This is an optimization exercise on Yosys and OpenROAD, whose aim is small area, a short achievable clock period and few clock cycles, not a production implementation.
The RTL was checked by simulation tests, not by an equivalence proof against the original design.
No activity file was given, so power comes from the tool's default toggle rates.

===== config.mk =====
export PLATFORM = sky130hd
export DESIGN_NAME = rolling_hash_pattern_marker_core
export DESIGN_NICKNAME = rolling_hash_pattern_marker_core
export VERILOG_FILES = /design/flow/design.v
export SDC_FILE = /design/flow/constraint.sdc
export NUM_CORES = 4
export LEC_CHECK = 0
export CAP_MARGIN = 20
export CORE_MARGIN = 2
export CORE_UTILIZATION = 55
export CTS_CLUSTER_DIAMETER = 80
export CTS_CLUSTER_SIZE = 20
export PLACE_DENSITY = 0.65
export SLEW_MARGIN = 20

===== constraint.sdc =====
create_clock -name core_clock -period 11.0 [get_ports {clock}]
set_input_delay 2.2000 -clock core_clock [delete_from_list [all_inputs] [get_ports {clock}]]
set_output_delay 2.2000 -clock core_clock [all_outputs]
set_load 0.01 [all_outputs]

===== design.v =====
`timescale 1ns / 1ps
`default_nettype none
package rhpm_pkg;
   localparam logic [7:0] OPEN_MARK  = 8'h5B;
   localparam logic [7:0] CLOSE_MARK = 8'h5D;
   localparam logic [8:0]  SKIP_MAX  = 9'd511;
   localparam logic [15:0] TOTAL_MAX = 16'hFFFF;
endpackage
`default_nettype wire
`timescale 1ns / 1ps
`default_nettype none
module rolling_hash_pattern_marker_core (
   input  wire logic        clock,
   input  wire logic        reset,
   input  wire logic        req_valid,
   output logic             req_stall,
   input  wire logic [7:0]  req_text_byte,
   input  wire logic        req_end_of_line,
   input  wire logic        req_clear_total,
   output logic             rsp_valid,
   input  wire logic        rsp_stall,
   output logic [7:0]       rsp_out_byte,
   output logic             rsp_line_done,
   output logic             rsp_line_matched,
   output logic [15:0]      rsp_total_matches,
   input  wire logic        csr_valid,
   output logic             csr_ready,
   input  wire logic [2:0]  csr_index,
   input  wire logic [63:0] csr_data
);
   logic [7:0]  pat_ff [16];
   logic        pv_lo_ff, pv_hi_ff;
   logic [3:0]  mm1_ff;                  
   logic        sv_ff, hv_ff;
   logic [7:0]  sb_ff, hb_ff;
   logic        se_ff, sc_ff, he_ff, hc_ff;
   logic [7:0]  w_ff [16];
   logic [14:0] dv_ff;
   logic [3:0]  f_ff;                    
   logic        full_ff;                 
   logic        mm_ff;                   
   logic        sz_ff;                   
   logic        sle_ff;                  
   logic [8:0]  skip_ff;
   logic        matched_ff;
   logic [15:0] total_ff;
   logic        busy_ff;
   logic        br_ff;                   
   logic        cl_ff;                   
   logic        beol_ff;                 
   logic        bm_ff;                   
   logic [3:0]  r_ff;
   logic [3:0]  ki_ff;
   logic        ov_ff;
   logic [7:0]  ob_ff;
   logic        od_ff, om_ff;
   logic        csr_wr;
   logic        cr_ff;                   
   assign csr_ready = cr_ff;
   assign csr_wr    = csr_valid && cr_ff;
   assign req_stall = hv_ff;
   logic        out_free, accept, proc, s_load, wait_c;
   logic [7:0]  c;
   logic        eol, clr;
   assign out_free = !ov_ff || !rsp_stall;
   assign accept   = req_valid && !hv_ff;
   assign c        = sb_ff;
   assign eol      = se_ff;
   assign clr      = sc_ff;
   logic [15:0] eq, dn;
   logic        cz, match, may_match;
   assign cz = (c == 8'd0);
   always_comb begin
      for (int i = 0; i < 16; i++) begin
         if ((i < 8) ? pv_lo_ff : pv_hi_ff) begin
            eq[i] = (c == pat_ff[i]);
         end else begin
            eq[i] = cz;
         end
      end
      dn[0] = eq[0];
      for (int i = 1; i < 16; i++) begin
         dn[i] = dv_ff[i-1] & eq[i];
      end
   end
   logic [15:0] sel_m, sel_p;
   logic        eq_m, mm_nx;
   always_comb begin
      for (int i = 0; i < 16; i++) begin
         sel_m[i] = (mm1_ff == 4'(i));
         sel_p[i] = (mm1_ff == 4'(i + 1));
      end
   end
   assign eq_m      = |(sel_m & eq);
   assign match     = mm_ff && eq_m;
   assign mm_nx     = (mm1_ff == 4'd0) || |(sel_p & dn);
   assign may_match = mm_ff;
   logic        full, s_le_f, s_zero;
   logic [3:0]  fl_idx;
   logic [9:0]  skip_sum;
   logic [8:0]  skip_a;
   assign full     = full_ff;
   assign s_zero   = sz_ff;
   assign s_le_f   = sle_ff;
   assign fl_idx   = f_ff - skip_ff[3:0];
   assign skip_sum = {1'b0, skip_ff} + {5'd0, mm1_ff} + 10'd1;
   assign skip_a   = skip_sum[9] ? rhpm_pkg::SKIP_MAX : skip_sum[8:0];
   assign wait_c = busy_ff && (may_match || clr || (eol ? s_le_f : (full && s_zero)));
   assign proc   = sv_ff && out_free && !wait_c;
   assign s_load = proc || !sv_ff;
   logic [3:0]  widx;
   logic [7:0]  wbyte;
   assign widx  = busy_ff ? ki_ff : (mm1_ff - 4'd1);
   assign wbyte = (!busy_ff && (mm1_ff == 4'd0)) ? c : w_ff[widx];
   logic        fsz;
   assign fsz = full && s_zero;
   logic        ld;
   logic [7:0]  nb;
   logic        nd, nm;
   always_comb begin
      ld = 1'b0;
      nb = wbyte;
      nd = 1'b0;
      nm = 1'b0;
      if (busy_ff) begin
         ld = out_free;
         if (cl_ff) begin
            nb = rhpm_pkg::CLOSE_MARK;
            nd = beol_ff;
            nm = beol_ff;
         end else begin
            nd = !br_ff && (r_ff == 4'd0);
            nm = !br_ff && (r_ff == 4'd0) && bm_ff;
         end
      end else if (proc) begin
         if (match) begin
            ld = 1'b1;
            nb = rhpm_pkg::OPEN_MARK;
         end else begin
            ld = full && s_zero;
            nd = eol && (mm1_ff == 4'd0);
            nm = eol && (mm1_ff == 4'd0) && matched_ff;
         end
      end
   end
   always_ff @(posedge clock) begin
      if (csr_wr && (csr_index == 3'd0)) begin
         for (int k = 0; k < 8; k++) pat_ff[k] <= csr_data[8*k +: 8];
      end
      if (csr_wr && (csr_index == 3'd1)) begin
         for (int k = 0; k < 8; k++) pat_ff[8+k] <= csr_data[8*k +: 8];
      end
   end
   always_ff @(posedge clock) begin
      if (reset) begin
         pv_lo_ff <= 1'b0;
         pv_hi_ff <= 1'b0;
         mm1_ff   <= 4'd0;
      end else if (csr_wr) begin
         case (csr_index)
            3'd0: pv_lo_ff <= 1'b1;
            3'd1: pv_hi_ff <= 1'b1;
            3'd2: begin
               if (csr_data[4:0] == 5'd0) mm1_ff <= 4'd0;
               else if (csr_data[4]) mm1_ff <= 4'd15;
               else mm1_ff <= csr_data[3:0] - 4'd1;
            end
            default: ;
         endcase
      end
   end
   always_ff @(posedge clock) begin
      if (reset) begin
         sv_ff <= 1'b0;
         cr_ff <= 1'b1;
         hv_ff <= 1'b0;
      end else if (s_load) begin
         sv_ff <= hv_ff || accept;
         cr_ff <= !(hv_ff || accept);
         hv_ff <= 1'b0;
      end else if (accept) begin
         hv_ff <= 1'b1;
      end
      if (s_load) begin
         if (hv_ff) begin
            sb_ff <= hb_ff;
            se_ff <= he_ff;
            sc_ff <= hc_ff;
         end else begin
            sb_ff <= req_text_byte;
            se_ff <= req_end_of_line;
            sc_ff <= req_clear_total;
         end
      end
      if (accept) begin
         hb_ff <= req_text_byte;
         he_ff <= req_end_of_line;
         hc_ff <= req_clear_total;
      end
   end
   always_ff @(posedge clock) begin
      if (proc) begin
         w_ff[0] <= c;
         for (int i = 1; i < 16; i++) w_ff[i] <= w_ff[i-1];
      end
   end
   logic [3:0]  f_nx;
   logic        full_nx;
   logic [8:0]  skip_m, skip_nm, skip_nx;
   logic        sz_nm, sle_nm, sz_nx, sle_nx;
   assign f_nx    = full ? f_ff : (f_ff + 4'd1);
   assign full_nx = full || ((f_ff + 4'd1) == mm1_ff);
   assign skip_m  = skip_a - 9'd1;
   assign skip_nm = (full && !s_zero) ? (skip_ff - 9'd1) : skip_ff;
   assign sz_nm   = s_zero || (full && (skip_ff == 9'd1));
   assign sle_nm  = (skip_nm <= {5'd0, f_nx});
   assign skip_nx = match ? skip_m : skip_nm;
   assign sz_nx   = match ? (s_zero && (mm1_ff == 4'd0)) : sz_nm;
   assign sle_nx  = match ? (s_zero && full_nx) : sle_nm;
   logic [15:0] total_inc, total_nx;
   assign total_inc = (total_ff == rhpm_pkg::TOTAL_MAX) ? total_ff : (total_ff + 16'd1);
   assign total_nx  = clr ? {15'd0, match} : (match ? total_inc : total_ff);
   always_ff @(posedge clock) begin
      if (reset) begin
         dv_ff      <= '0;
         f_ff       <= '0;
         full_ff    <= 1'b1;
         mm_ff      <= 1'b1;
         sz_ff      <= 1'b1;
         sle_ff     <= 1'b1;
         skip_ff    <= '0;
         matched_ff <= 1'b0;
         total_ff   <= '0;
      end else if (csr_wr && (csr_index == 3'd2)) begin
         full_ff <= (csr_data[4:0] <= 5'd1);
         mm_ff   <= (csr_data[4:0] <= 5'd1);
      end else if (proc) begin
         total_ff <= total_nx;
         if (eol) begin
            dv_ff      <= '0;
            f_ff       <= '0;
            full_ff    <= (mm1_ff == 4'd0);
            mm_ff      <= (mm1_ff == 4'd0);
            sz_ff      <= 1'b1;
            sle_ff     <= 1'b1;
            skip_ff    <= '0;
            matched_ff <= 1'b0;
         end else begin
            dv_ff   <= dn[14:0];
            f_ff    <= f_nx;
            full_ff <= full_nx;
            mm_ff   <= mm_nx;
            skip_ff <= skip_nx;
            sz_ff   <= sz_nx;
            sle_ff  <= sle_nx;
            if (match) matched_ff <= 1'b1;
         end
      end
   end
   always_ff @(posedge clock) begin
      if (reset) begin
         busy_ff <= 1'b0;
      end else if (busy_ff) begin
         if (out_free && (cl_ff || (!br_ff && (r_ff == 4'd0)))) begin
            busy_ff <= 1'b0;
         end
      end else if (proc) begin
         busy_ff <= match || (eol && s_le_f && !(fsz && (mm1_ff == 4'd0)));
      end
      if (busy_ff) begin
         if (out_free && !cl_ff) begin
            if (r_ff == 4'd0) begin
               cl_ff <= 1'b1;
            end else begin
               r_ff <= r_ff - 4'd1;
            end
            if (!proc) ki_ff <= ki_ff - 4'd1;
         end
      end else begin
         br_ff   <= match;
         cl_ff   <= 1'b0;
         beol_ff <= eol;
         bm_ff   <= matched_ff;
         r_ff    <= match ? mm1_ff : fsz ? (mm1_ff - 4'd1) : fl_idx;
         ki_ff   <= match ? mm1_ff : fsz ? (mm1_ff - 4'd1) : fl_idx;
      end
   end
   always_ff @(posedge clock) begin
      if (reset) begin
         ov_ff <= 1'b0;
      end else if (ld) begin
         ov_ff <= 1'b1;
      end else if (!rsp_stall) begin
         ov_ff <= 1'b0;
      end
      if (ld) begin
         ob_ff <= nb;
         od_ff <= nd;
         om_ff <= nm;
      end
   end
   assign rsp_valid         = ov_ff;
   assign rsp_out_byte      = ob_ff;
   assign rsp_line_done     = od_ff;
   assign rsp_line_matched  = om_ff;
   assign rsp_total_matches = total_ff;
endmodule
`default_nettype wire

===== flow/run.sh =====
#!/bin/bash
set -euo pipefail
export SETUP_SLACK_MARGIN=7.3
export BUFFER_PORTS_ARGS="-buffer_cell sky130_fd_sc_hd__buf_1"
bash standard.sh > standard.log 2>&1

===== standard.sh =====
#!/bin/bash
# synth_recipe.tcl (not shown) runs the flow's synth.tcl, then flattens the netlist and writes it again
# the make line also repeats each setting of config.mk as NAME=value (left out here)
make -C /OpenROAD-flow-scripts/flow DESIGN_CONFIG=/design/flow/config.mk WORK_HOME=/design/flow/orfs CLKGATE_MAP_FILE= SYNTH_SCRIPT=/design/flow/synth_recipe.tcl "${@:-finish}"

==> summary.md, run 1 <==
| Metric | Value |
|---|---|
| Vias in the first global route | 10100 |
| Critical Path Sink Type | register |
| Post-synth EDFFs | roughly 300 |
| Sequential fraction of the synthesis area | roughly three fifths |
| Htree depth | 1 |
| DR DRC count | 0 |
| Crit-path cells | buf_1 > nand3b_1 > or3b_4 > and2_4 > nand2_1 > nand2b_4 > or4_1 > nand2_1 |
| Fin. Hold Viols | 0 |
| Largest family of logic cells by synthesized area | compound AO/OA/AOI/OAI gates |
| Clock latency on the worst-skew pair | 0.56 ns |
| Least-Margin Pin Slew | 1.08 ns |
| Post-synthesis simple-gate area fraction | about 10% |
| Share of the synthesized area in the top cell type | a little over half |
| Top cells by area, synth | edfxtp_1 (55%), xnor2_1 (8.1%), dfxtp_1 (7.3%) |
| Ys async rst share | 0% |
| Core area | 29500 µm² |
| Setup tns final | 0 ns |
| I/O Buffers | 110 |
| Post-synthesis compound-gate area fraction | between 10% and 20% |
| Ys flop type | edfxtp_1 |
| Row count | 63 |
| Clk pwr share | between 30% and 40% |
| Netlist cell types | 80 |
| Pwr per Cell Area | about 150 nW/µm² |
| GRT Overall Usage | 24.0% |
| Ratio of cells with drive above 1 in the final layout | between 10% and 20% |
| Final nets | about 1500 |
| Int Pwr | ~0.0020 W |
| Clk slew on worst S/H paths | 0.08 ns |
| RSZ-0062 raised after global routing | yes |
| Synthesis-stage register bit count | around 360 |
| Slew margin rel. | approximately 27% |
| WS Path Type | primary input to register |
| Hold slack | 0.451 ns |
| Initial antenna violation count | 5 |
| PnR worst setup slack | roughly 7.4 ns |
| Worst Hold Class | register to register |
| Vias after detailed routing | around 11000 |
| Synth Area in XOR/XNOR | under 10% |
| Detail Route Antenna Nets | 0 |
| Outcome | timing/DRC/antenna clean |
| Per-cell routed wire length | between 20 and 25 µm |
| Worst path most repeated cell | nand2_1 |
| Tcrit/Tclk final | approximately a third |
| CTS Buffer Depth | 3 |
| Syn_area_per_cell | approximately 13 µm² |
| I/O pin cnt | 111 |
| Vias per Instance | just over 6 |
| Flop pwr share | 58.7% |
| Cell family with most CP delay | simple AND/OR/NAND/NOR gates |
| Max-cap viol count | 0 |
| Arrival @ worst endpoint | between 4 and 5 ns |
| DRT Pass-1 Iters | 6 |
| Clock net sink count | 357 |
| CTS tree | done |
| Die H | around 180 µm |
| CP Max Fanout | 18 |
| R2r setup slk | 7.44 ns |
| Peak Freq | 278 MHz |
| Largest net degree at the start of global routing | a little under 90 |
| Yosys warns | 3 |
| Combinational Power Share | 11.1% |
| CTS root buffer | clkbuf_16 |
| Static Leak | 5.84 nW |
| Synthesized Nets | 1384 |
| Worst path slowest cell | or4_1 |
| Worst Path Required | roughly 11 ns |
| Switching power | 0.000671 W |
| First-pass GRT wire length | 57600 µm |
| Critical Path Source | csr_index[2] |
| Worst setup SP type | primary input |
| Post-Synth Adder-Cell Area | 2.16% |
| CTS Hold Bufs | 0 |
| Setup-failing EPs final | 0 |
| Final global-route overflow total | 0 |
| Gate count after technology mapping | about 1300 |
| Pins Over Slew Limit | 0 |
| Maximum VDD drop | about 0.00012 V |
| Worst path buffer plus inverter count | 1 |
| RePlAce Congestion | roughly 0.86 |
| Final setup skew | between 0.02 and 0.03 ns |
| Initial Utilization | 55.5% |
| Area leader, netlist | edfxtp_1 |
| Sw Ratio | between 20% and 30% |
| Place WS | 5.80 ns |
| Mux cell area share after synthesis | 1.88% |
| CTS Buf Count | 22 |
| Area of the mapped netlist | between 15000 and 20000 µm² |
| Hpwl dp | roughly 25000 µm |
| Period minus WS final | between 3 and 4 ns |
| Area Overhead vs Synth | 11.3% |
| DR iter-0 viols | between 1000 and 1500 |
| Worst stage delay on the critical path | 0.52 ns |
| R2R Path Start | mm1_ff[0] |
| Die Wd | 176 µm |
| Fillers | ~2400 |
| HP Start | w_ff[12][6] |
| Final wirelength | approximately 38000 µm |
| Die area | just over 30000 µm² |
[path summary, 6_finish.rpt]
path / cells after the start / to
worst min register to register: 0 / w_ff[13][6]
worst min-delay path: 0 / w_ff[13][6]
worst max register to register: 10 / ob_ff[1]
worst max-delay path: 8 / total_ff[3]
[cell usage after synthesis, types with 19 or more instances]
| master | count |
|---|---|
| edfxtp_1 | 297 |
| xnor2_1 | 152 |
| a21oi_1 | 77 |
| nand2_1 | 65 |
| nor2_1 | 62 |
| dfxtp_1 | 60 |
| o21ai_0 | 58 |
| nand4_1 | 49 |
| a22oi_1 | 40 |
| clkbuf_1 | 34 |
| inv_1 | 32 |
| nor3_1 | 27 |
| ha_1 | 25 |
| nand3_1 | 25 |
| and3_1 | 22 |
| buf_6 | 19 |
[layout by cell type, fill, tap and decap left out, types with 15 or more instances in the layout]
cell / netlist / routed
edfxtp_1: 297 / 297
xnor2_1: 152 / 151
buf_1: 4 / 109
a21oi_1: 77 / 71
nand2_1: 65 / 64
dfxtp_1: 60 / 58
nor2_1: 62 / 57
o21ai_0: 58 / 55
nand4_1: 49 / 49
a22oi_1: 40 / 39
buf_4: 1 / 34
inv_1: 32 / 32
ha_1: 25 / 25
nand3_1: 25 / 24
clkbuf_16: 0 / 24
and3_1: 22 / 22
nor3_1: 27 / 20
mux2_2: 17 / 17
a221oi_1: 15 / 15
[area by class of cell]
class	count	area, µm²	share of cell area (%)
multi-input combinational	823	6020	33.1
tap	390	488	2.68
clock buffer	28	583	3.21
timing repair buffer	151	793	4.36
inverter	33	129	0.708
clock inverter	7	47.5	0.261
antenna	3	7.51	0.0413
sequential	357	10100	55.6
[power groups by stage]
stage | clock network, W | logic, W | registers, W
after floorplan | 0 | 0.000205 | 0.00160
after global placement | 0 | 0.000271 | 0.00162
after detailed placement | 0 | 0.000274 | 0.00162
after CTS | 0.000829 | 0.000287 | 0.00159
after global routing | 0.000873 | 0.000325 | 0.00160
final | 0.000818 | 0.000299 | 0.00159
[kinds of logic after synthesis]
family,after synthesis
buffers and inverters,97
multiplexers,26
AO/OA/AOI/OAI,294
XOR/XNOR,160
adder cells (fa/ha/maj),27
AND/OR/NAND/NOR,314
flip-flops,357
[metrics by stage]
stage	power, W	area (µm²)	cells	util, %
4_1_cts	0.00270	18000	1779	61.0
6_report	0.00271	18200	1792	61.7
3_3_place_gp	0.00189	17100	1732	58.0
3_5_place_dp	0.00189	17100	1732	58.0
2_1_floorplan	0.00181	16500	1275	-
5_1_grt	0.00279	18200	1790	61.7
[flip-flops by register name (all words and copies together), names as in the netlist, 4 cells and up]
signal and count:
dv_ff 14, pat_ff 128, sb_ff 8, w_ff 128, hb_ff 8, skip_ff 9
ki_ff 4, total_ff 16, r_ff 4, ob_ff 8, mm1_ff 4, f_ff 4
[repair_timing]
action | 4_1_cts | 5_1_grt
buffers inserted | 12 | 6
resized for setup | 32 | 20
pin swaps | 6 | 5
endpoints found under the setup margin | 143 | 40
gates cloned | 0 | 4
[metal layers]
layer	global-route usage [%]	part of all wire, %	vias to the layer above
met5	0	0.073	-
met3	4.37	7.3	61
met2	38.8	47	412
met1	33.7	43	5286
li1	-	-	5101
met4	6.10	2.6	4
Testbench counts, summed over its fixed seeds: cycles 16,069.
==> inputs of run 2 (changes only) <==
==> flow/run.sh (replaced) <==
#!/bin/bash
set -euo pipefail
export SETUP_SLACK_MARGIN=7.6
export BUFFER_PORTS_ARGS="-buffer_cell sky130_fd_sc_hd__buf_1"
bash standard.sh > standard.log 2>&1
==> run 2 against run 1 <==
Against the previous run:
- critical path type unchanged
- highest routed layer unchanged
- design area is 3.1% higher
- via count increased by 1.8%
- global-route usage rose by 0.93 points
==> summary.md, run 2 <==
| Metric | Value |
|---|---|
| Slew margin rel. | between 20 and 30% |
| Worst path buffer plus inverter count | 1 |
| I/O Buffers | 110 |
| Worst path slowest cell | or4_1 |
| CTS Buf Count | 22 |
| Htree depth | 1 |
| Final global-route overflow total | 0 |
| Design Area, Final | roughly 19000 µm² |
| Clk slew on worst S/H paths | 0.08 ns |
| DR DRC count | 0 |
| Ys flop type | edfxtp_1 |
| Most frequent cells in the layout | edfxtp_1 (297), xnor2_1 (151), buf_1 (106) |
| Outcome | timing/DRC/antenna clean |
| Final wirelength | between 30000 and 40000 µm |
| Period minus WS final | 3.34 ns |
| WS Path Type | primary input to register |
| Place WS | about 5.9 ns |
| Count leader, synth | edfxtp_1 |
| CTS Buffer Depth | 3 |
| Detail Route Antenna Nets | 0 |
| Worst Path Required | approximately 11 ns |
| Row count | 63 |
| Ys async rst share | 0% |
| Synthesized Nets | between 1000 and 1500 |
| Critical Path Sink Type | register |
| CP Max Fanout | 4 |
| Die area | 31100 µm² |
| First-pass GRT wire length | 59700 µm |
| R2r setup slk | about 8 ns |
| Vias per Instance | 6.03 |
| Gate count after technology mapping | 1275 |
| Fin. Hold Viols | 0 |
| Cell family with most CP delay | simple AND/OR/NAND/NOR gates |
| Share of the synthesized area in the top cell type | a little over half |
| Final nets | roughly 1500 |
| Worst Hold Class | register to register |
| Setup tns final | 0 ns |
| Largest net degree at the start of global routing | 88 |
| Final setup skew | 0.0267 ns |
| Tcrit/Tclk final | between 30% and 40% |
| Worst setup SP type | primary input |
| DR iter-0 viols | ~1200 |
| Pwr per Cell Area | 145 nW/µm² |
| PnR worst setup slack | approximately 7.7 ns |
| GRT Overall Usage | ~25% |
| Top cells by area, synth | edfxtp_1 (55%), xnor2_1 (8.1%), dfxtp_1 (7.3%) |
| CTS root buffer | clkbuf_16 |
| Area Overhead vs Synth | 14.8% |
| DP Area | ~17000 µm² |
| Area leader, netlist | edfxtp_1 |
| I/O pin cnt | approximately 110 |
| Post-synth EDFFs | slightly below 300 |
| RSZ-0062 raised after global routing | no |
| DRT Pass-1 Iters | 7 |
| Multi-input gate area in the final layout | 6210 µm² |
| Least-Margin Pin Slew | between 1 and 1.5 ns |
| Worst stage delay on the critical path | ~0.5 ns |
| Area of the mapped netlist | ~16000 µm² |
| Static Leak | between 6 and 7 nW |
| Peak Freq | 299 MHz |
| Reg area | 10100 µm² |
| Die Wd | between 150 and 200 µm |
| Synthesis-stage register bit count | around 360 |
| Syn_area_per_cell | approximately 13 µm² |
| Commonest non-fill, non-tap cell in the layout | edfxtp_1 |
| Die H | ~180 µm |
| Pins Over Slew Limit | 0 |
| CTS tree | done |
| Top post-synthesis cells by count | edfxtp_1 (297), xnor2_1 (152), a21oi_1 (77) |
| Fillers | 2336 |
| CTS Hold Bufs | 0 |
| Initial antenna violation count | 4 |
| Vias after detailed routing | approximately 11000 |
| Largest registers | pat_ff x128, w_ff x128, total_ff x16 |
| Setup-failing EPs final | 0 |
| Yosys warns | 3 |
| Per-cell routed wire length | about 21 µm |
| Arrival @ worst endpoint | roughly 3.8 ns |
| RePlAce Congestion | ~0.86 |
| Ratio of cells with drive above 1 in the final layout | about 15% |
| Hpwl dp | 25200 µm |
| Total power | 0.00273 W |
| Final Util | 63.6% |
| Clock latency on the worst-skew pair | between 0.5 and 0.6 ns |
| Clock net sink count | between 300 and 400 |
| Sequential fraction of the synthesis area | 61.9% |
| Max-cap viol count | 0 |
| Crit-path cells | buf_1 > nand3b_1 > or3b_4 > and2_4 > nand2_2 > nand2b_4 > or4_1 > nand2_1 |
| Maximum VDD drop | roughly 0.00016 V |
| Vias in the first global route | 10500 |
| Initial Utilization | between 50 and 60% |
| Core area | 29500 µm² |
| Netlist cell types | 80 |
-- run 2: cell counts after synthesis --
Identical to the previous run, type by type.
-- run 2: repair_timing --
item | CTS | global route
hold endpoints to repair | 0 | 0
cloned | 6 | 0
pin swaps | 13 | 12
gates resized for setup | 65 | 33
setup buffers | 35 | 22
setup endpoints to repair | 262 | 145
-- run 2: cell type report --
| cell class | count | area share, % |
|---|---|---|
| Timing Repair Buffer | 191 | 6.14 |
| Clock buffer | 30 | 3.09 |
| Clock inverter | 6 | 0.267 |
| Inverter | 33 | 0.747 |
| Multi-Input combinational cell | 825 | 33.1 |
| Antenna cell | 3 | 0.0400 |
| Sequential cell | 357 | 54.0 |
| Tap cell | 390 | 2.60 |
-- run 2: cells by family after synthesis --
kind of cell	after synthesis	synth area share, %
compound gates	294	12.0
xor+xnor	160	8.57
fa+ha+maj	27	2.16
buf+inv	97	3.20
flops	357	61.9
mux	26	1.88
simple gates	314	10.3
-- run 2: metrics by stage --
step,hold WS (ns),std cells
after floorplan,0.421,1275
after global placement,0.429,1733
after detailed placement,0.436,1733
after CTS,0.453,1810
after global routing,0.464,1832
final,0.453,1835
-- run 2: path summary, 6_finish.rpt --
kind	startpoint	endpoint	cells after the start
worst max-delay path	csr_index[2]	total_ff[3]	8
worst min-delay path	w_ff[11][6]	w_ff[12][6]	0
worst max register to register	mm1_ff[1]	skip_ff[8]	13
worst min register to register	w_ff[11][6]	w_ff[12][6]	0
-- run 2: routing by layer --
metal / routed length [µm] / GRT usage [%] / vias to the layer above
met5: 14 / 0 / -
met4: 1030 / 6.75 / 2
met1: 16800 / 35.2 / 5387
met3: 2890 / 4.18 / 64
met2: 18500 / 40.1 / 425
li1: - / - / 5184
-- run 2: worst reg2reg max path, delay by kind of cell, from the launching register on --
| kind | cells | cell delay (ns) |
|---|---|---|
| AOI/OAI and AO/OA | 5 | 1.06 |
| adders and majority gates | 2 | 0.49 |
| DFF | 1 | 0.40 |
| and+or+nand+nor | 6 | 1.15 |
-- run 2: report_power, final --
part           total, W  switching (W)  internal [W]  leakage, nW
registers       0.00159      0.0000433       0.00155         3.26
logic          0.000325       0.000197      0.000128         2.54
clock network  0.000813       0.000438      0.000375        0.304
==> inputs of run 3 (changes only) <==
--- a/config.mk
+++ b/config.mk
@@ -9,6 +9,6 @@
 export CORE_MARGIN = 2
-export CORE_UTILIZATION = 55
+export CORE_UTILIZATION = 45
 export CTS_CLUSTER_DIAMETER = 80
 export CTS_CLUSTER_SIZE = 20
-export PLACE_DENSITY = 0.65
+export PLACE_DENSITY = 0.55
 export SLEW_MARGIN = 20
==> run 3 against run 2 <==
Against the previous run:
- still clean on timing, DRC and antenna
- area after synthesis unchanged
- sequential share of layout area decreased by 0.90 points
- die area rose by 22%
- clock skew rose by 0.012 ns
- wire length is 4.6% higher
- clock power increased by 12%
- synthesized cell count is the same
- combinational power grew 2%
- sequential cell count unchanged
- total power rose by 3.7%
- first-iteration DRC count shrank 23%
- highest routed layer unchanged
==> summary.md, run 3 <==
| Metric | Value |
|---|---|
| Fillers | just over 3000 |
| Core area | about 36000 µm² |
| Ys async rst share | 0% |
| CP Max Fanout | 8 |
| Ratio of cells with drive above 1 in the final layout | between 10% and 20% |
| I/O pin cnt | approximately 110 |
| Die area | 37900 µm² |
| I/O Buffers | 110 |
| Crit-path cells | buf_8 > nand2_8 > nand2_4 > a21oi_4 > buf_6 > and2_4 > buf_6 > buf_12 > nand2_4 > or4_1 > nand2_1 |
| Static Leak | a little over 6 nW |
| Final nets | approximately 1600 |
| Synthesis-stage register bit count | roughly 360 |
| First-pass GRT wire length | a little over 60000 µm |
| GRT Overall Usage | between 20% and 30% |
| Area Overhead vs Synth | 16.7% |
| Hpwl dp | between 20000 and 30000 µm |
| Synthesized Nets | about 1400 |
| Least-Margin Pin Slew | approximately 1.1 ns |
| Slew margin rel. | between 20% and 30% |
| Per-cell routed wire length | between 20 and 25 µm |
| Worst path slowest cell | or4_1 |
| Pins Over Slew Limit | 0 |
| Final global-route overflow total | 0 |
| Period minus WS final | 3.40 ns |
| RePlAce Congestion | around 0.85 |
| Vias after detailed routing | ~11000 |
| Vias in the first global route | between 10000 and 15000 |
| Syn_area_per_cell | 12.8 µm² |
| Most frequent cells in the layout | edfxtp_1 (297), xnor2_1 (150), buf_1 (104) |
| Row count | around 70 |
| Fin. Hold Viols | 0 |
| Clock latency on the worst-skew pair | ~0.57 ns |
| Maximum VDD drop | between 0.00015 and 0.0002 V |
| Die Wd | 195 µm |
| Worst Hold Class | register to register |
| Yosys warns | 3 |
| Setup tns final | 0 ns |
| Total power | 0.00283 W |
| Clock net sink count | 357 |
| Max-cap viol count | 0 |
| Pwr per Cell Area | between 100 and 150 nW/µm² |
| Area leader, netlist | edfxtp_1 |
| Detail Route Antenna Nets | 0 |
| Area of the mapped netlist | roughly 16000 µm² |
| Setup-failing EPs final | 0 |
| CTS root buffer | clkbuf_16 |
| Largest net degree at the start of global routing | 86 |
| Share of the synthesized area in the top cell type | approximately 55% |
| Final wirelength | around 41000 µm |
| RSZ-0062 raised after global routing | yes |
| Peak Freq | 294 MHz |
| Htree depth | 1 |
| Worst Path Required | between 10 and 15 ns |
| Worst stage delay on the critical path | 0.51 ns |
| Top cells by area, synth | edfxtp_1 (55%), xnor2_1 (8.1%), dfxtp_1 (7.3%) |
| Commonest non-fill, non-tap cell in the layout | edfxtp_1 |
| Gate count after technology mapping | between 1000 and 1500 |
| Initial Utilization | 45.9% |
| DP Area | roughly 17000 µm² |
| Outcome | timing/DRC/antenna clean |
| DR DRC count | 0 |
| Die H | a little under 200 µm |
| Critical Path Sink Type | register |
| Clk slew on worst S/H paths | roughly 0.080 ns |
| R2r setup slk | approximately 7.7 ns |
| Sequential fraction of the synthesis area | just over 60% |
| Initial antenna violation count | 4 |
| Tcrit/Tclk final | between 30% and 40% |
| Largest registers | pat_ff x128, w_ff x128, total_ff x16 |
| Post-synth EDFFs | between 200 and 300 |
| DR iter-0 viols | just over 900 |
| Top post-synthesis cells by count | edfxtp_1 (297), xnor2_1 (152), a21oi_1 (77) |
| Worst setup SP type | primary input |
| CTS Buf Count | 23 |
| Arrival @ worst endpoint | a little under 4 ns |
| DRT Pass-1 Iters | 6 |
| Netlist cell types | 80 |
| Ys flop type | edfxtp_1 |
| Count leader, synth | edfxtp_1 |
| Vias per Instance | about 5.7 |
| CTS tree | done |
| Final setup skew | 0.0387 ns |
| Design Area, Final | between 15000 and 20000 µm² |
| CTS Buffer Depth | 3 |
| WS Path Type | primary input to register |
## run 3: report_power, final
part / switching, W / internal [W] / leakage, nW
clock network: 0.000466 / 0.000443 / 0.351
logic: 0.000202 / 0.000129 / 2.61
registers: 0.0000426 / 0.00155 / 3.26
total: 0.000711 / 0.00212 / 6.22
## run 3: logic make-up after synthesis
family	synth area share, %
muxes	1.88
AOI/OAI and AO/OA	12.0
xor gates and xnor gates	8.57
buffers and inverters	3.20
and+or+nand+nor	10.3
adders and majority gates	2.16
DFF	61.9
## run 3: path summary, 6_finish.rpt
path | start | depth (start not counted) | end
max | rsp_stall | 11 | total_ff[6]
min reg2reg | w_ff[8][7] | 0 | w_ff[9][7]
min | w_ff[8][7] | 0 | w_ff[9][7]
max reg2reg | sb_ff[6] | 12 | total_ff[5]
## run 3: layer usage
layer,up-vias,GRT usage [%],share of wire (%)
met5,-,0,0.068
met4,4,4.90,2.3
met3,59,3.16,5.8
met2,316,35.1,48
met1,5411,29.3,44
li1,5214,-,-
## run 3: worst max-delay path, delay by kind of cell
family / cells / cell delay, ns
AND/OR/NAND/NOR: 6 / 0.92
buffers and inverters: 4 / 0.51
AO/OA/AOI/OAI: 1 / 0.26
## run 3: per-stage QoR
| stage | std cells | util, % | setup slack (ns) | hold WS (ns) |
|---|---|---|---|---|
| 5_1_grt | 1918 | 53.5 | 7.55 | 0.450 |
| 2_1_floorplan | 1275 | - | 6.41 | 0.421 |
| 3_3_place_gp | 1803 | 48.3 | 6.12 | 0.425 |
| 3_5_place_dp | 1803 | 48.3 | 6.08 | 0.433 |
| 4_1_cts | 1875 | 52.1 | 7.31 | 0.430 |
| 6_report | 1920 | 53.5 | 7.60 | 0.433 |
## run 3: layout make-up
| type | instances | area (µm²) | area share, % |
|---|---|---|---|
| Antenna cell | 2 | 5.00 | 0.0262 |
| Clock buffer | 30 | 602 | 3.16 |
| Multi-Input combinational cell | 827 | 6220 | 32.6 |
| Tap cell | 461 | 577 | 3.02 |
| Sequential cell | 357 | 10100 | 53.1 |
| Timing Repair Buffer | 202 | 1270 | 6.65 |
| Clock inverter | 8 | 126 | 0.663 |
| Inverter | 33 | 140 | 0.735 |
## run 3: timing repair
item | 4_1_cts | 5_1_grt
hold buffers | 0 | 0
pin swaps | 16 | 24
endpoints found under the setup margin | 261 | 151
cloned | 4 | 2
gates resized for setup | 69 | 45
setup buffers | 30 | 41
==> inputs of run 4 (changes only) <==
--- a/config.mk
+++ b/config.mk
@@ -9,6 +9,6 @@
 export CORE_MARGIN = 2
-export CORE_UTILIZATION = 45
+export CORE_UTILIZATION = 65
 export CTS_CLUSTER_DIAMETER = 80
 export CTS_CLUSTER_SIZE = 20
-export PLACE_DENSITY = 0.55
+export PLACE_DENSITY = 0.75
 export SLEW_MARGIN = 20
==> run 4 against run 3 <==
Against the previous run:
- still clean
- via count is 0.79% higher
- area after synthesis stayed put
- final cell count is 8.8% lower
- synthesized cell count stayed put
- design area is 4.0% lower
- sequential share of layout area is 2.2 points higher
- core utilization is 20 points higher
- clock skew is 0.018 ns lower
- critical path depth is 10 lower
- register-to-register slack worse by 0.08 ns
- critical endpoint is now csr_ready
- largest cell class unchanged
==> summary.md, run 4 <==
| Metric | Value |
|---|---|
| Netlist cell types | 80 |
| CTS tree | done |
| Gate count after technology mapping | 1275 |
| Least-Margin Pin Slew | around 1.0 ns |
| Critical Path Sink Type | primary output |
| WS Path Type | register to primary output |
| Top cells by area, synth | edfxtp_1 (55%), xnor2_1 (8.1%), dfxtp_1 (7.3%) |
| DP Area | roughly 17000 µm² |
| Pwr per Cell Area | ~150 nW/µm² |
| Post-synth EDFFs | 297 |
| Synthesis-stage register bit count | roughly 360 |
| Worst path buffer plus inverter count | 1 |
| Largest net degree at the start of global routing | between 70 and 80 |
| Crit-path cells | buf_1 |
| Fin. Hold Viols | 0 |
| Worst setup SP type | register |
| Static Leak | a little under 6 nW |
| Total placed cells including tap cells | 1672 |
| CP Max Fanout | 3 |
| Vias in the first global route | roughly 10000 |
| Pins Over Slew Limit | 0 |
| GRT Overall Usage | about 28% |
| Ys flop type | edfxtp_1 |
| Area of the mapped netlist | 16300 µm² |
| Non-filler instance count after layout | around 1800 |
| Max-cap viol count | 0 |
| CTS Buffer Depth | 3 |
| Clock latency on the worst-skew pair | between 0.5 and 0.6 ns |
| Core area | around 25000 µm² |
| DRT Pass-1 Iters | 6 |
| Initial antenna violation count | 4 |
| Ys async rst share | 0% |
| Slew margin rel. | 31.0% |
| Final nets | about 1500 |
| DR iter-0 viols | ~1200 |
| Tcrit/Tclk final | just over 30% |
| Setup-failing EPs final | 0 |
| Maximum VDD drop | 0.000160 V |
| Top post-synthesis cells by count | edfxtp_1 (297), xnor2_1 (152), a21oi_1 (77) |
| Synthesized Nets | 1384 |
| Htree depth | 1 |
| Ratio of cells with drive above 1 in the final layout | between 10% and 20% |
| Setup tns final | 0 ns |
| Vias after detailed routing | between 10000 and 15000 |
| Clock net sink count | 357 |
| RSZ-0062 raised after global routing | yes |
| Count leader, synth | edfxtp_1 |
| Final wirelength | ~38000 µm |
| Worst path slowest cell | dfxtp_1 |
| Outcome | timing/DRC/antenna clean |
| Most frequent cells in the layout | edfxtp_1 (297), xnor2_1 (151), buf_1 (106) |
| Final setup skew | 0.0204 ns |
| Cell family with most CP delay | flip-flops |
| Period minus WS final | 3.37 ns |
| Worst Path Required | ~8.8 ns |
| Per-cell routed wire length | ~22 µm |
| Hpwl dp | about 25000 µm |
| Area Overhead vs Synth | 12.0% |
| Peak Freq | ~300 MHz |
| CTS root buffer | clkbuf_16 |
| Final global-route overflow total | 0 |
| Arrival @ worst endpoint | roughly 1.2 ns |
| Design Area, Final | 18300 µm² |
| Syn_area_per_cell | 12.8 µm² |
| Die H | roughly 160 µm |
| Initial Utilization | 65.5% |
| I/O pin cnt | about 110 |
| Clk slew on worst S/H paths | 0.09 ns |
| Largest registers | pat_ff x128, w_ff x128, total_ff x16 |
| Vias per Instance | roughly 6.3 |
| Sequential fraction of the synthesis area | between 60% and 70% |
| Share of the synthesized area in the top cell type | between 50 and 60% |
| Commonest non-fill, non-tap cell in the layout | edfxtp_1 |
| I/O Buffers | 110 |
| Die area | 26400 µm² |
| Area leader, netlist | edfxtp_1 |
| Row count | 58 |
| Yosys warns | 3 |
| First-pass GRT wire length | roughly 58000 µm |
| Worst Hold Class | register to register |
| RePlAce Congestion | around 0.88 |
| Worst stage delay on the critical path | 0.46 ns |
| DR DRC count | 0 |
| Die Wd | 163 µm |
| Detail Route Antenna Nets | 0 |
| CTS Buf Count | 21 |
[run 4: final cells by class]
cell class / instances / area, µm²
Sequential cell: 357 / 10100
Fill cell: 1717 / 6660
Multi-Input combinational cell: 824 / 6070
Timing Repair Buffer: 167 / 961
Clock buffer: 36 / 582
Tap cell: 330 / 413
Inverter: 33 / 136
Antenna cell: 4 / 10.0
Clock inverter: 1 / 5.00
[run 4: routing by layer]
| layer | wire [µm] | track usage, % |
|---|---|---|
| met1 | 15800 | 40.0 |
| met2 | 18500 | 46.9 |
| met3 | 3270 | 5.17 |
| met4 | 780 | 6.72 |
| met5 | 0 | 0 |
[run 4: kinds of logic (layout without fill, tap and decap cells)]
group | count (synthesis) | count (layout) | synth area share (%)
AOI/OAI and AO/OA | 294 | 295 | 12.0
xor gates and xnor gates | 160 | 160 | 8.57
adders and majority gates | 27 | 27 | 2.16
buffers and inverters | 97 | 237 | 3.20
DFF | 357 | 357 | 61.9
muxes | 26 | 26 | 1.88
other | 0 | 4 | 0
and+or+nand+nor | 314 | 316 | 10.3
[run 4: worst paths after layout]
path,startpoint,endpoint,slack [ns],cells past startpoint
max,cr_ff,csr_ready,7.63,1
min,w_ff[4][4],w_ff[5][4],0.45,0
max reg2reg,mm1_ff[1],ob_ff[0],7.64,12
min reg2reg,w_ff[4][4],w_ff[5][4],0.45,0
[run 4: stage by stage]
stage | hold slack (ns) | util (%) | setup WS [ns] | total power [W]
6_report | 0.449 | 73.3 | 7.63 | 0.00269
5_1_grt | 0.458 | 73.3 | 7.45 | 0.00277
4_1_cts | 0.451 | 72.5 | 7.62 | 0.00268
3_5_place_dp | 0.434 | 68.3 | 5.63 | 0.00189
3_3_place_gp | 0.427 | 68.3 | 5.77 | 0.00189
2_1_floorplan | 0.421 | - | 6.41 | 0.00181
[run 4: power by group]
part	internal [W]	switching, W	leakage [nW]	total (W)
Clock	0.000362	0.000420	0.277	0.000782
Combinational	0.000122	0.000193	2.40	0.000315
Sequential	0.00155	0.0000441	3.25	0.00159
Total	0.00203	0.000657	5.93	0.00269
[run 4: repair_timing]
| item | CTS | global route |
|---|---|---|
| buffers inserted | 19 | 14 |
| endpoints found under the hold margin | 0 | 0 |
| resized for setup | 49 | 24 |
| endpoints found under the setup margin | 213 | 47 |
| pin swaps | 11 | 9 |
| hold buffers | 0 | 0 |
| gates cloned | 5 | 1 |
==> inputs of run 5 (changes only) <==
--- a/config.mk
+++ b/config.mk
@@ -9,6 +9,6 @@
 export CORE_MARGIN = 2
-export CORE_UTILIZATION = 65
-export CTS_CLUSTER_DIAMETER = 80
-export CTS_CLUSTER_SIZE = 20
-export PLACE_DENSITY = 0.75
+export CORE_UTILIZATION = 55
+export CTS_CLUSTER_DIAMETER = 100
+export CTS_CLUSTER_SIZE = 25
+export PLACE_DENSITY = 0.65
 export SLEW_MARGIN = 20
==> run 5 against run 4 <==
Against the previous run:
- non-clock buffer count is 15 higher
- final cell count rose by 4.1%
- die area increased by 18%
- still clean
- register-to-register slack better by 0.05 ns
- setup slack better by 0.0069 ns
- critical path type is now primary input to register
- clock power shrank 3.8%
- wire length increased by 3.0%
- sequential share of layout area decreased by 0.85 points
- hold slack improved by 0.0068 ns
- core utilization is 10 points lower
- fmax grew 0.20%
- area after synthesis unchanged
==> summary.md, run 5 <==
| Metric | Value |
|---|---|
| Share of the synthesized area in the top cell type | ~55% |
| First-pass GRT wire length | about 60000 µm |
| Die Wd | 176 µm |
| Clk pwr share | around 28% |
| Post-Synth Adder-Cell Area | under 10% |
| Multi-input gate area in the final layout | slightly above 6000 µm² |
| Row count | 63 |
| Largest net degree at the start of global routing | 88 |
| CTS Buffer Depth | 3 |
| CTS tree | done |
| I/O pin cnt | between 100 and 150 |
| Period minus WS final | roughly 3.4 ns |
| Crit-path cells | buf_1 > nand2_8 > nand2_4 > a21oi_4 > buf_12 > nand2_8 > buf_4 > nor2_2 > nand4_1 > a21oi_1 |
| Vias per Instance | 6.10 |
| Synth Area in XOR/XNOR | 8.57% |
| Synthesis-stage register bit count | ~360 |
| Most frequent cells in the layout | edfxtp_1 (297), xnor2_1 (151), buf_1 (106) |
| Final global-route overflow total | 0 |
| Die H | approximately 180 µm |
| Max-cap viol count | 0 |
| Peak Freq | about 300 MHz |
| Vias in the first global route | approximately 10000 |
| Initial antenna violation count | 4 |
| Syn_area_per_cell | 12.8 µm² |
| Commonest non-fill, non-tap cell in the layout | edfxtp_1 |
| Ys flop type | edfxtp_1 |
| Post-synthesis compound-gate area fraction | around an eighth |
| Total power | about 0.0027 W |
| CTS root buffer | clkbuf_16 |
| Final setup skew | 0.0283 ns |
| Area of the mapped netlist | roughly 16000 µm² |
| Sequential fraction of the synthesis area | 61.9% |
| Die area | roughly 31000 µm² |
| GRT Overall Usage | 25.0% |
| Clock latency on the worst-skew pair | around 0.53 ns |
| Area Overhead vs Synth | 13.8% |
| Fin. Hold Viols | 0 |
| Top post-synthesis cells by count | edfxtp_1 (297), xnor2_1 (152), a21oi_1 (77) |
| Top cells by area, synth | edfxtp_1 (55%), xnor2_1 (8.1%), dfxtp_1 (7.3%) |
| Worst path slowest cell | nor2_2 |
| Switching power | between 0.0006 and 0.0007 W |
| Mux cell area share after synthesis | under 10% |
| Vias after detailed routing | around 11000 |
| Clock net sink count | 357 |
| Combinational Power Share | between 10% and 20% |
| DR iter-0 viols | roughly 1100 |
| Least-Margin Pin Slew | around 1.0 ns |
| WS Path Type | primary input to register |
| Post-synthesis simple-gate area fraction | between 10% and 20% |
| Hpwl dp | 25200 µm |
| Synthesized Nets | between 1000 and 1500 |
| RSZ-0062 raised after global routing | yes |
| Worst stage delay on the critical path | roughly 0.43 ns |
| Largest registers | pat_ff x128, w_ff x128, total_ff x16 |
| Worst Hold Class | register to register |
| CP Max Fanout | 14 |
| Worst path most repeated cell | nand2_8 |
| Gate count after technology mapping | between 1000 and 1500 |
| Final wirelength | about 40000 µm |
| Cell family with most CP delay | simple AND/OR/NAND/NOR gates |
| Largest family of logic cells by synthesized area | compound AO/OA/AOI/OAI gates |
| PnR worst setup slack | 7.63 ns |
| Initial Utilization | a little under three fifths |
| Yosys warns | 3 |
| Clk slew on worst S/H paths | 0.10 ns |
| Critical Path Sink Type | register |
| RePlAce Congestion | 0.864 |
| Ratio of cells with drive above 1 in the final layout | between 10% and 20% |
| Ys async rst share | 0% |
| Outcome | timing/DRC/antenna clean |
| Setup tns final | 0 ns |
| Flop pwr share | 59.6% |
| Place WS | slightly below 6 ns |
| Maximum VDD drop | 0.000139 V |
| Count leader, synth | edfxtp_1 |
| Pins Over Slew Limit | 0 |
| Fillers | about 2300 |
| Hold slack | 0.455 ns |
| CTS Buf Count | 18 |
| Tcrit/Tclk final | a little under a third |
| Htree depth | 1 |
| DR DRC count | 0 |
| Reg area | about 10000 µm² |
| Slew margin rel. | about 30% |
| Sw Ratio | between 20% and 30% |
| Final nets | 1527 |
| Arrival @ worst endpoint | approximately 3.8 ns |
| Per-cell routed wire length | approximately 22 µm |
| Static Leak | 6.02 nW |
| Worst Path Required | approximately 11 ns |
| Core area | around 29000 µm² |
| Worst path buffer plus inverter count | 3 |
| Area leader, netlist | edfxtp_1 |
| Setup-failing EPs final | 0 |
| Detail Route Antenna Nets | 0 |
| Worst setup SP type | primary input |
| Pwr per Cell Area | roughly 140 nW/µm² |
| Post-synth EDFFs | 297 |
| CTS Hold Bufs | 0 |
| I/O Buffers | 110 |
| DRT Pass-1 Iters | 6 |
| Int Pwr | approximately 0.0020 W |
| Netlist cell types | 80 |
run 5: cell counts after synthesis:
Identical to the previous run, type by type.
run 5: layout make-up:
type	instances	area share (%)
Inverter	33	0.753
Antenna cell	3	0.0404
Tap cell	390	2.62
Clock buffer	31	2.80
Clock inverter	1	0.108
Multi-Input combinational cell	826	33.4
Sequential cell	357	54.5
Timing Repair Buffer	182	5.79
run 5: what timing repair did:
action,CTS,global route
setup buffers,31,17
pin swaps,13,12
gates resized for setup,67,30
endpoints found under the setup margin,262,143
gates cloned,6,1
run 5: worst reg2reg max path: stages (launching register included):
cell and delay [ns]:
dfxtp_4 0.47, clkinvlp_4 0.19, ha_2 0.39, inv_1 0.18, a32oi_4 0.09, buf_4 0.21, nor3_4 0.46, a22o_1 0.21
a221oi_1 0.07, a211oi_2 0.33, o22ai_1 0.13, a21oi_1 0.34
run 5: cells by family after synthesis:
| family | after synthesis |
|---|---|
| DFF | 357 |
| and+or+nand+nor | 314 |
| AOI/OAI and AO/OA | 294 |
| xor gates and xnor gates | 160 |
| buffers and inverters | 97 |
| adders and majority gates | 27 |
| muxes | 26 |
run 5: power groups by stage:
| stage | Clock, W | Sequential [W] | Combinational (W) |
|---|---|---|---|
| after floorplan | 0 | 0.00160 | 0.000207 |
| after global placement | 0 | 0.00162 | 0.000272 |
| after detailed placement | 0 | 0.00162 | 0.000275 |
| after CTS | 0.000768 | 0.00159 | 0.000313 |
| after global routing | 0.000808 | 0.00160 | 0.000352 |
| final | 0.000752 | 0.00159 | 0.000325 |
run 5: routing by layer:
metal | GRT usage (%) | part of all wire [%] | up-vias
met5 | 0 | 0.041 | -
met4 | 6.92 | 2.7 | 2
met3 | 4.20 | 7.5 | 52
met2 | 40.8 | 48 | 429
met1 | 34.8 | 42 | 5470
li1 | - | - | 5167
run 5: final timing paths:
check,from,to,slack [ns],cells after the start
max,rsp_stall,dv_ff[7],7.63,10
min,w_ff[13][7],w_ff[14][7],0.46,0
max reg2reg,mm1_ff[0],ob_ff[1],7.69,11
min reg2reg,w_ff[13][7],w_ff[14][7],0.46,0
run 5: through the flow:
step | area (µm²) | util [%] | std cells
after floorplan | 16500 | - | 1275
after global placement | 17200 | 58.2 | 1733
after detailed placement | 17200 | 58.2 | 1733
after CTS | 18300 | 62.2 | 1802
after global routing | 18600 | 63.1 | 1820
final | 18600 | 63.1 | 1823
==> inputs of run 6 (changes only) <==
==> run.sh (new file) <==
#!/bin/bash
# synth_recipe.tcl (not shown) runs the flow's synth.tcl, then flattens the netlist and writes it again
# the make line also repeats each setting of config.mk as NAME=value (left out here)
make -C /OpenROAD-flow-scripts/flow DESIGN_CONFIG=/design/flow/config.mk WORK_HOME=/design/flow/orfs CLKGATE_MAP_FILE= SYNTH_SCRIPT=/design/flow/synth_recipe.tcl finish
--- a/config.mk
+++ b/config.mk
@@ -10,5 +10,6 @@
 export CORE_UTILIZATION = 55
-export CTS_CLUSTER_DIAMETER = 100
-export CTS_CLUSTER_SIZE = 25
+export CTS_CLUSTER_DIAMETER = 80
+export CTS_CLUSTER_SIZE = 20
 export PLACE_DENSITY = 0.65
+export SETUP_SLACK_MARGIN = 5
 export SLEW_MARGIN = 20
removed: flow/run.sh
removed: standard.sh
==> run 6 against run 5 <==
Against the previous run:
- highest routed layer unchanged
- wire length shrank 5.3%
- global-route usage is 1.0 points lower
- total power rose by 3.0%
- register-to-register slack got worse by 0.77 ns
- still clean on timing, DRC and antenna
- clock skew is 0.0030 ns higher
- clock-buffer cell count is 4 higher
- critical endpoint is now total_ff[9]
- core utilization down 0.52 points
- die area did not move
- sequential cell count unchanged
==> summary.md, run 6 <==
| Metric | Value |
|---|---|
| CTS Buffer Depth | 3 |
| I/O pin cnt | 111 |
| Final wirelength | 37400 µm |
| Clk pwr share | between 30% and 40% |
| Final global-route overflow total | 0 |
| Fin. Hold Viols | 0 |
| Combinational Power Share | between 10% and 20% |
| Core area | about 29000 µm² |
| Static Leak | slightly below 6 nW |
| Netlist cell types | 80 |
| Period minus WS final | 5.00 ns |
| I/O Buffers | 110 |
| GRT Overall Usage | a little under a quarter |
| Arrival @ worst endpoint | 5.46 ns |
| Pins Over Slew Limit | 0 |
| Clock net sink count | 357 |
| First-pass GRT wire length | between 50000 and 60000 µm |
| Tcrit/Tclk final | a little under half |
| Row count | 63 |
| Most frequent cells in the layout | edfxtp_1 (297), xnor2_1 (152), clkdlybuf4s50_1 (110) |
| Switching power | approximately 0.00066 W |
| Fillers | ~2400 |
| Sequential fraction of the synthesis area | about 62% |
| Slew margin rel. | between 20% and 30% |
| CTS Hold Bufs | 0 |
| Post-synth EDFFs | a little under 300 |
| RePlAce Congestion | between 0.8 and 0.9 |
| Total power | ~0.0027 W |
| Die Wd | between 150 and 200 µm |
| Count leader, synth | edfxtp_1 |
| Clock latency on the worst-skew pair | roughly 0.55 ns |
| Area leader, netlist | edfxtp_1 |
| Worst Path Required | roughly 11 ns |
| Detail Route Antenna Nets | 0 |
| Post-cts sizing count | 0 |
| CTS Buf Count | 22 |
| Place WS | around 5.5 ns |
| Setup bufs post-CTS | 0 |
| Critical Path Sink Type | register |
| WS Path Type | primary input to register |
| Largest registers | pat_ff x128, w_ff x128, total_ff x16 |
| Outcome | timing/DRC/antenna clean |
| Commonest non-fill, non-tap cell in the layout | edfxtp_1 |
| Ant diodes | 0 |
| Worst setup SP type | primary input |
| CP Max Fanout | a little over 80 |
| Htree depth | 1 |
| Synthesis-stage register bit count | between 300 and 400 |
| Pwr per Cell Area | between 100 and 150 nW/µm² |
| Sw Ratio | 24.2% |
| Initial antenna violation count | 2 |
| Hpwl dp | 25100 µm |
| Final nets | between 1000 and 1500 |
| Top post-synthesis cells by count | edfxtp_1 (297), xnor2_1 (152), a21oi_1 (77) |
| Total placed cells including tap cells | 1734 |
| RSZ-0062 raised after global routing | no |
| Initial Utilization | between 50% and 60% |
| Per-cell routed wire length | ~21 µm |
| Area of the mapped netlist | 16300 µm² |
| Ys async rst share | 0% |
| Synthesized Nets | between 1000 and 1500 |
| PnR worst setup slack | 6.00 ns |
| Non-filler instance count after layout | 1774 |
| Vias per Instance | roughly 6.0 |
| Vias in the first global route | just over 10000 |
| Ratio of cells with drive above 1 in the final layout | 6.72% |
| Clk slew on worst S/H paths | 0.09 ns |
| Maximum VDD drop | between 0.0001 and 0.00015 V |
| Int Pwr | 0.00208 W |
| Max-cap viol count | 0 |
| Die H | approximately 180 µm |
| Vias after detailed routing | around 11000 |
| Share of the synthesized area in the top cell type | about 55% |
| Setup tns final | 0 ns |
| DR iter-0 viols | 991 |
| Die area | 31100 µm² |
| Gate count after technology mapping | between 1000 and 1500 |
| Largest net degree at the start of global routing | 83 |
| CTS tree | done |
| Area Overhead vs Synth | 12.8% |
| Worst Hold Class | register to register |
| Yosys warns | 3 |
| Syn_area_per_cell | around 13 µm² |
| Peak Freq | 200 MHz |
| DRT Pass-1 Iters | 5 |
| Final setup skew | roughly 0.031 ns |
| Least-Margin Pin Slew | 1.07 ns |
| CTS root buffer | clkbuf_16 |
| Flop pwr share | ~58% |
| Hold slack | 0.449 ns |
| Setup-failing EPs final | 0 |
| Ys flop type | edfxtp_1 |
| Top cells by area, synth | edfxtp_1 (55%), xnor2_1 (8.1%), dfxtp_1 (7.3%) |
| DR DRC count | 0 |
## run 6: stage by stage
stage	instance area (µm²)	utilization, %
after floorplan	16400	-
after global placement	17800	60.3
after detailed placement	17800	60.3
after CTS	18400	62.6
after global routing	18400	62.6
final	18400	62.6
## run 6: area by class of cell
class / count / area (µm²) / share of cell area (%)
clock buffer: 35 / 609 / 3.30
clock inverter: 5 / 66.3 / 0.360
inverter: 33 / 129 / 0.699
multi-input combinational: 821 / 5760 / 31.2
sequential: 357 / 10100 / 54.9
tap: 390 / 488 / 2.65
timing repair buffer: 133 / 1270 / 6.91
## run 6: cell families (layout without fill, tap and decap cells)
group / Yosys count / count (layout) / share of synthesized area, %
flip-flops: 357 / 357 / 61.9
buffers and inverters: 97 / 206 / 3.20
AO/OA/AOI/OAI: 294 / 294 / 12.0
multiplexers: 26 / 26 / 1.88
XOR/XNOR: 160 / 160 / 8.57
adder cells (fa/ha/maj): 27 / 27 / 2.16
AND/OR/NAND/NOR: 314 / 314 / 10.3
## run 6: path summary, 6_finish.rpt
check | startpoint | end | slack, ns | cells past startpoint
setup / recovery | rsp_stall | total_ff[9] | 6.00 | 10
setup reg to reg | mm1_ff[0] | ob_ff[1] | 6.92 | 10
hold / removal | w_ff[2][7] | w_ff[3][7] | 0.45 | 0
hold reg to reg | w_ff[2][7] | w_ff[3][7] | 0.45 | 0
## run 6: power by group through the flow
stage | clock network (W) | logic, W | registers [W]
floorplan | 0 | 0.000198 | 0.00161
global placement | 0 | 0.000300 | 0.00162
detailed placement | 0 | 0.000304 | 0.00162
CTS | 0.000866 | 0.000306 | 0.00159
global route | 0.000915 | 0.000330 | 0.00159
finish | 0.000853 | 0.000305 | 0.00159
## run 6: worst max-delay path, stage by stage
cell and delay [ns]:
clkdlybuf4s50_1 0.42, nand2_1 0.18, nand2_1 0.12, a21oi_4 0.12, buf_4 0.76, and2_1 0.73, nand3_1 0.18, o21ai_0 0.41
o2111ai_1 0.16, a21oi_1 0.15
## run 6: per-layer routing
layer	vias up	global-route usage, %	routed length [µm]
met1	5236	34.8	16700
met3	39	2.71	2330
met5	-	0	13
met4	2	4.20	496
li1	5052	-	-
met2	353	39.8	17900
==> inputs of run 7 (changes only) <==
--- a/design.v
+++ b/design.v
@@ -226,4 +226,2 @@
          f_ff       <= '0;
-         full_ff    <= 1'b1;
-         mm_ff      <= 1'b1;
          sz_ff      <= 1'b1;
@@ -233,5 +231,2 @@
          total_ff   <= '0;
-      end else if (csr_wr && (csr_index == 3'd2)) begin
-         full_ff <= (csr_data[4:0] <= 5'd1);
-         mm_ff   <= (csr_data[4:0] <= 5'd1);
       end else if (proc) begin
@@ -241,4 +236,2 @@
             f_ff       <= '0;
-            full_ff    <= (mm1_ff == 4'd0);
-            mm_ff      <= (mm1_ff == 4'd0);
             sz_ff      <= 1'b1;
@@ -250,4 +243,2 @@
             f_ff    <= f_nx;
-            full_ff <= full_nx;
-            mm_ff   <= mm_nx;
             skip_ff <= skip_nx;
@@ -258,2 +249,14 @@
       end
+   end
+   always_ff @(posedge clock) begin
+      if (reset) begin
+         full_ff <= 1'b1;
+         mm_ff   <= 1'b1;
+      end else if (proc) begin
+         full_ff <= eol ? (mm1_ff == 4'd0) : full_nx;
+         mm_ff   <= eol ? (mm1_ff == 4'd0) : mm_nx;
+      end else if (csr_wr && (csr_index == 3'd2)) begin
+         full_ff <= (csr_data[4:0] <= 5'd1);
+         mm_ff   <= (csr_data[4:0] <= 5'd1);
+      end
    end
==> flow/run.sh (new file) <==
#!/bin/bash
set -euo pipefail
export SETUP_SLACK_MARGIN=7.6
export BUFFER_PORTS_ARGS="-buffer_cell sky130_fd_sc_hd__buf_1"
bash standard.sh > standard.log 2>&1
==> standard.sh (new file) <==
#!/bin/bash
# synth_recipe.tcl (not shown) runs the flow's synth.tcl, then flattens the netlist and writes it again
# the make line also repeats each setting of config.mk as NAME=value (left out here)
make -C /OpenROAD-flow-scripts/flow DESIGN_CONFIG=/design/flow/config.mk WORK_HOME=/design/flow/orfs CLKGATE_MAP_FILE= SYNTH_SCRIPT=/design/flow/synth_recipe.tcl "${@:-finish}"
--- a/config.mk
+++ b/config.mk
@@ -13,3 +13,2 @@
 export PLACE_DENSITY = 0.65
-export SETUP_SLACK_MARGIN = 5
 export SLEW_MARGIN = 20
removed: run.sh
==> run 7 against run 6 <==
Against the previous run:
- sequential power is essentially flat
- via count increased by 2.6%
- fmax up 49%
- total power is 1.4% higher
- still clean on timing, DRC and antenna
- critical path depth decreased by 9
- clock skew decreased by 0.0086 ns
- critical path type is now register to primary output
- clock-buffer cell count up 1
- largest power group unchanged
- register-to-register slack better by 0.79 ns
==> summary.md, run 7 <==
| Metric | Value |
|---|---|
| Clk pwr share | between 30% and 40% |
| DP Area | about 17000 µm² |
| Final global-route overflow total | 0 |
| Tcrit/Tclk final | about 30% |
| Critical Path Sink Type | primary output |
| Worst Hold Class | register to register |
| Vias after detailed routing | approximately 11000 |
| Design Area, Final | between 15000 and 20000 µm² |
| WS Path Type | register to primary output |
| Syn_area_per_cell | between 10 and 15 µm² |
| Hpwl dp | around 25000 µm |
| Switching power | between 0.0006 and 0.0007 W |
| Least-Margin Pin Slew | ~0.9 ns |
| Synthesis-stage register bit count | between 300 and 400 |
| Htree depth | 1 |
| I/O pin cnt | around 110 |
| CTS tree | done |
| CP Max Fanout | 1 |
| Final nets | approximately 1500 |
| Worst path buffer plus inverter count | 1 |
| Total power | around 0.0028 W |
| Ant diodes | 0 |
| Worst stage delay on the critical path | about 0.46 ns |
| Synthesized Nets | between 1000 and 1500 |
| Top post-synthesis cells by count | edfxtp_1 (297), xnor2_1 (148), nand2_1 (82) |
| Worst setup SP type | register |
| Vias per Instance | between 6 and 7 |
| Detail Route Antenna Nets | 0 |
| Die H | about 180 µm |
| Peak Freq | approximately 300 MHz |
| Clock net sink count | between 300 and 400 |
| Area Overhead vs Synth | 12.8% |
| Top cells by area, synth | edfxtp_1 (55%), xnor2_1 (7.9%), dfxtp_1 (7.4%) |
| Combinational Power Share | roughly an eighth |
| Core area | 29400 µm² |
| Maximum VDD drop | 0.000134 V |
| Place WS | between 5 and 6 ns |
| Share of the synthesized area in the top cell type | 54.7% |
| Vias in the first global route | between 10000 and 15000 |
| Fin. Hold Viols | 0 |
| Ys flop type | edfxtp_1 |
| Largest net degree at the start of global routing | just under 80 |
| RSZ-0062 raised after global routing | no |
| I/O Buffers | 110 |
| Post-synth EDFFs | just under 300 |
| Initial Utilization | between 50% and 60% |
| Most frequent cells in the layout | edfxtp_1 (297), xnor2_1 (147), buf_1 (108) |
| DRT Pass-1 Iters | 6 |
| Clock latency on the worst-skew pair | approximately 0.54 ns |
| Flop pwr share | between 50 and 60% |
| Ys async rst share | 0% |
| Worst Path Required | just under 9 ns |
| CTS root buffer | clkbuf_16 |
| Netlist cell types | 75 |
| Yosys warns | 3 |
| Per-cell routed wire length | about 21 µm |
| Setup tns final | 0 ns |
| Pwr per Cell Area | approximately 150 nW/µm² |
| Max-cap viol count | 0 |
| Int Pwr | ~0.0021 W |
| Fillers | 2297 |
| CTS Hold Bufs | 0 |
| Ratio of cells with drive above 1 in the final layout | a little under an eighth |
| Final setup skew | approximately 0.023 ns |
| First-pass GRT wire length | roughly 60000 µm |
| Static Leak | 5.98 nW |
| DR iter-0 viols | ~1100 |
| DR DRC count | 0 |
| Arrival @ worst endpoint | 1.15 ns |
| Period minus WS final | between 3 and 4 ns |
| Worst path slowest cell | edfxtp_1 |
| Count leader, synth | edfxtp_1 |
| CTS Buffer Depth | 3 |
| Clk slew on worst S/H paths | around 0.08 ns |
| Largest registers | pat_ff x128, w_ff x128, total_ff x16 |
| Outcome | timing/DRC/antenna clean |
| Initial antenna violation count | 0 |
| Area leader, netlist | edfxtp_1 |
| Area of the mapped netlist | around 16000 µm² |
| Sw Ratio | roughly a quarter |
| PnR worst setup slack | between 7 and 8 ns |
| GRT Overall Usage | approximately a quarter |
| RePlAce Congestion | 0.917 |
| Commonest non-fill, non-tap cell in the layout | edfxtp_1 |
| Final wirelength | around 39000 µm |
| CTS Buf Count | 22 |
| Slew margin rel. | 40.3% |
| Die Wd | ~180 µm |
| Die area | between 30000 and 40000 µm² |
| Gate count after technology mapping | roughly 1300 |
| Pins Over Slew Limit | 0 |
| Setup-failing EPs final | 0 |
| Cell family with most CP delay | flip-flops |
| Crit-path cells | buf_1 |
| Sequential fraction of the synthesis area | about 62% |
| Row count | between 60 and 70 |
[run 7: power groups by stage]
stage | combinational (W) | sequential [W] | clock, W
after CTS | 0.000328 | 0.00160 | 0.000871
after detailed placement | 0.000271 | 0.00165 | 0
after global placement | 0.000261 | 0.00165 | 0
after floorplan | 0.000219 | 0.00161 | 0
after global routing | 0.000362 | 0.00161 | 0.000915
final | 0.000333 | 0.00160 | 0.000850
[run 7: layer usage]
metal / global-route usage (%) / part of all wire (%) / up-vias
met4: 7.95 / 3.2 / 0
met3: 3.40 / 6.4 / 70
li1: - / - / 5116
met1: 36.5 / 43 / 5357
met2: 39.4 / 47 / 419
met5: 0 / 0 / -
[run 7: cell families (layout without fill, tap and decap cells)]
logic type | Yosys count | count (layout) | synth area share [%]
simple gates | 379 | 379 | 12.3
flops | 357 | 357 | 62.0
compound gates | 253 | 253 | 10.5
xor+xnor | 159 | 159 | 8.53
buf+inv | 87 | 227 | 2.96
fa+ha+maj | 27 | 27 | 2.16
mux | 24 | 24 | 1.56
[run 7: cell type report]
class	instances	area, µm²	share of cell area, %
clock buffers	36	626	3.40
clock inverters	4	53.8	0.292
repair buffers	162	977	5.31
repair inverters	1	8.76	0.0476
flip-flops and latches	357	10100	55.1
multi-input cells	842	5980	32.5
well taps	390	488	2.65
inverters	24	124	0.673
[run 7: per-stage QoR]
step,util (%),cells,hold WS [ns]
finish,62.6,1816,0.447
global route,62.6,1816,0.457
floorplan,-,1286,0.408
detailed placement,58.2,1739,0.422
CTS,62.2,1813,0.451
global placement,58.1,1737,0.416
[run 7: what timing repair did]
action	in CTS	in global routing
resized for setup	38	26
buffers inserted	31	3
pin swaps	2	2
gates cloned	3	0
setup endpoints to repair	151	188
[run 7: path summary, 6_finish.rpt]
kind                            slack (ns)  depth (start not counted)       start               to
worst max-delay path                  7.65                          1    ob_ff[2]  rsp_out_byte[2]
worst min-delay path                  0.45                          0  matched_ff            bm_ff
worst max register to register        7.71                         11   mm1_ff[0]         ob_ff[6]
worst min register to register        0.45                          0  matched_ff            bm_ff
Testbench counts of run 7, summed over its fixed seeds: cycles 16,069.

port drivers added, routing unchanged:
How much do the figures lean on ideal ports? The routed layouts below were timed once more, with nothing changed but the port constraints.
Step 1 (the two cells are an assumption about what drives the block):
set clk [get_ports {clock}]
set_driving_cell -lib_cell sky130_fd_sc_hd__clkbuf_16 $clk
set_driving_cell -lib_cell sky130_fd_sc_hd__buf_2 [delete_from_list [all_inputs] $clk]
Step 2 times the ports against the registers' clock, not the clock port: input delays grow and output delays shrink by t, the midpoint of the rising clock arrivals with the driver on.
Slacks: no drivers / after step 1 / after step 2; pairs: no drivers / after step 1.
run | t (ns) | slack for setup (ns) | worst setup path after step 2
run 1 | 0.596 | 7.407 / 7.439 / 6.843 | input to register
run 2 | 0.589 | 7.658 / 7.608 / 7.103 | input to register
run 3 | 0.602 | 7.597 / 7.596 / 7.008 | input to register
run 4 | 0.573 | 7.628 / 7.579 / 7.098 | input to register
run 5 | 0.567 | 7.635 / 7.613 / 7.097 | input to register
run 6 | 0.593 | 6.000 / 6.030 / 5.438 | input to register
run 7 | 0.581 | 7.649 / 7.596 / 7.104 | input to register
After both steps every run listed still meets setup and hold. The setup slack of run 3, which loses most, moves by -0.001 ns with the drivers and by -0.589 ns with both steps.
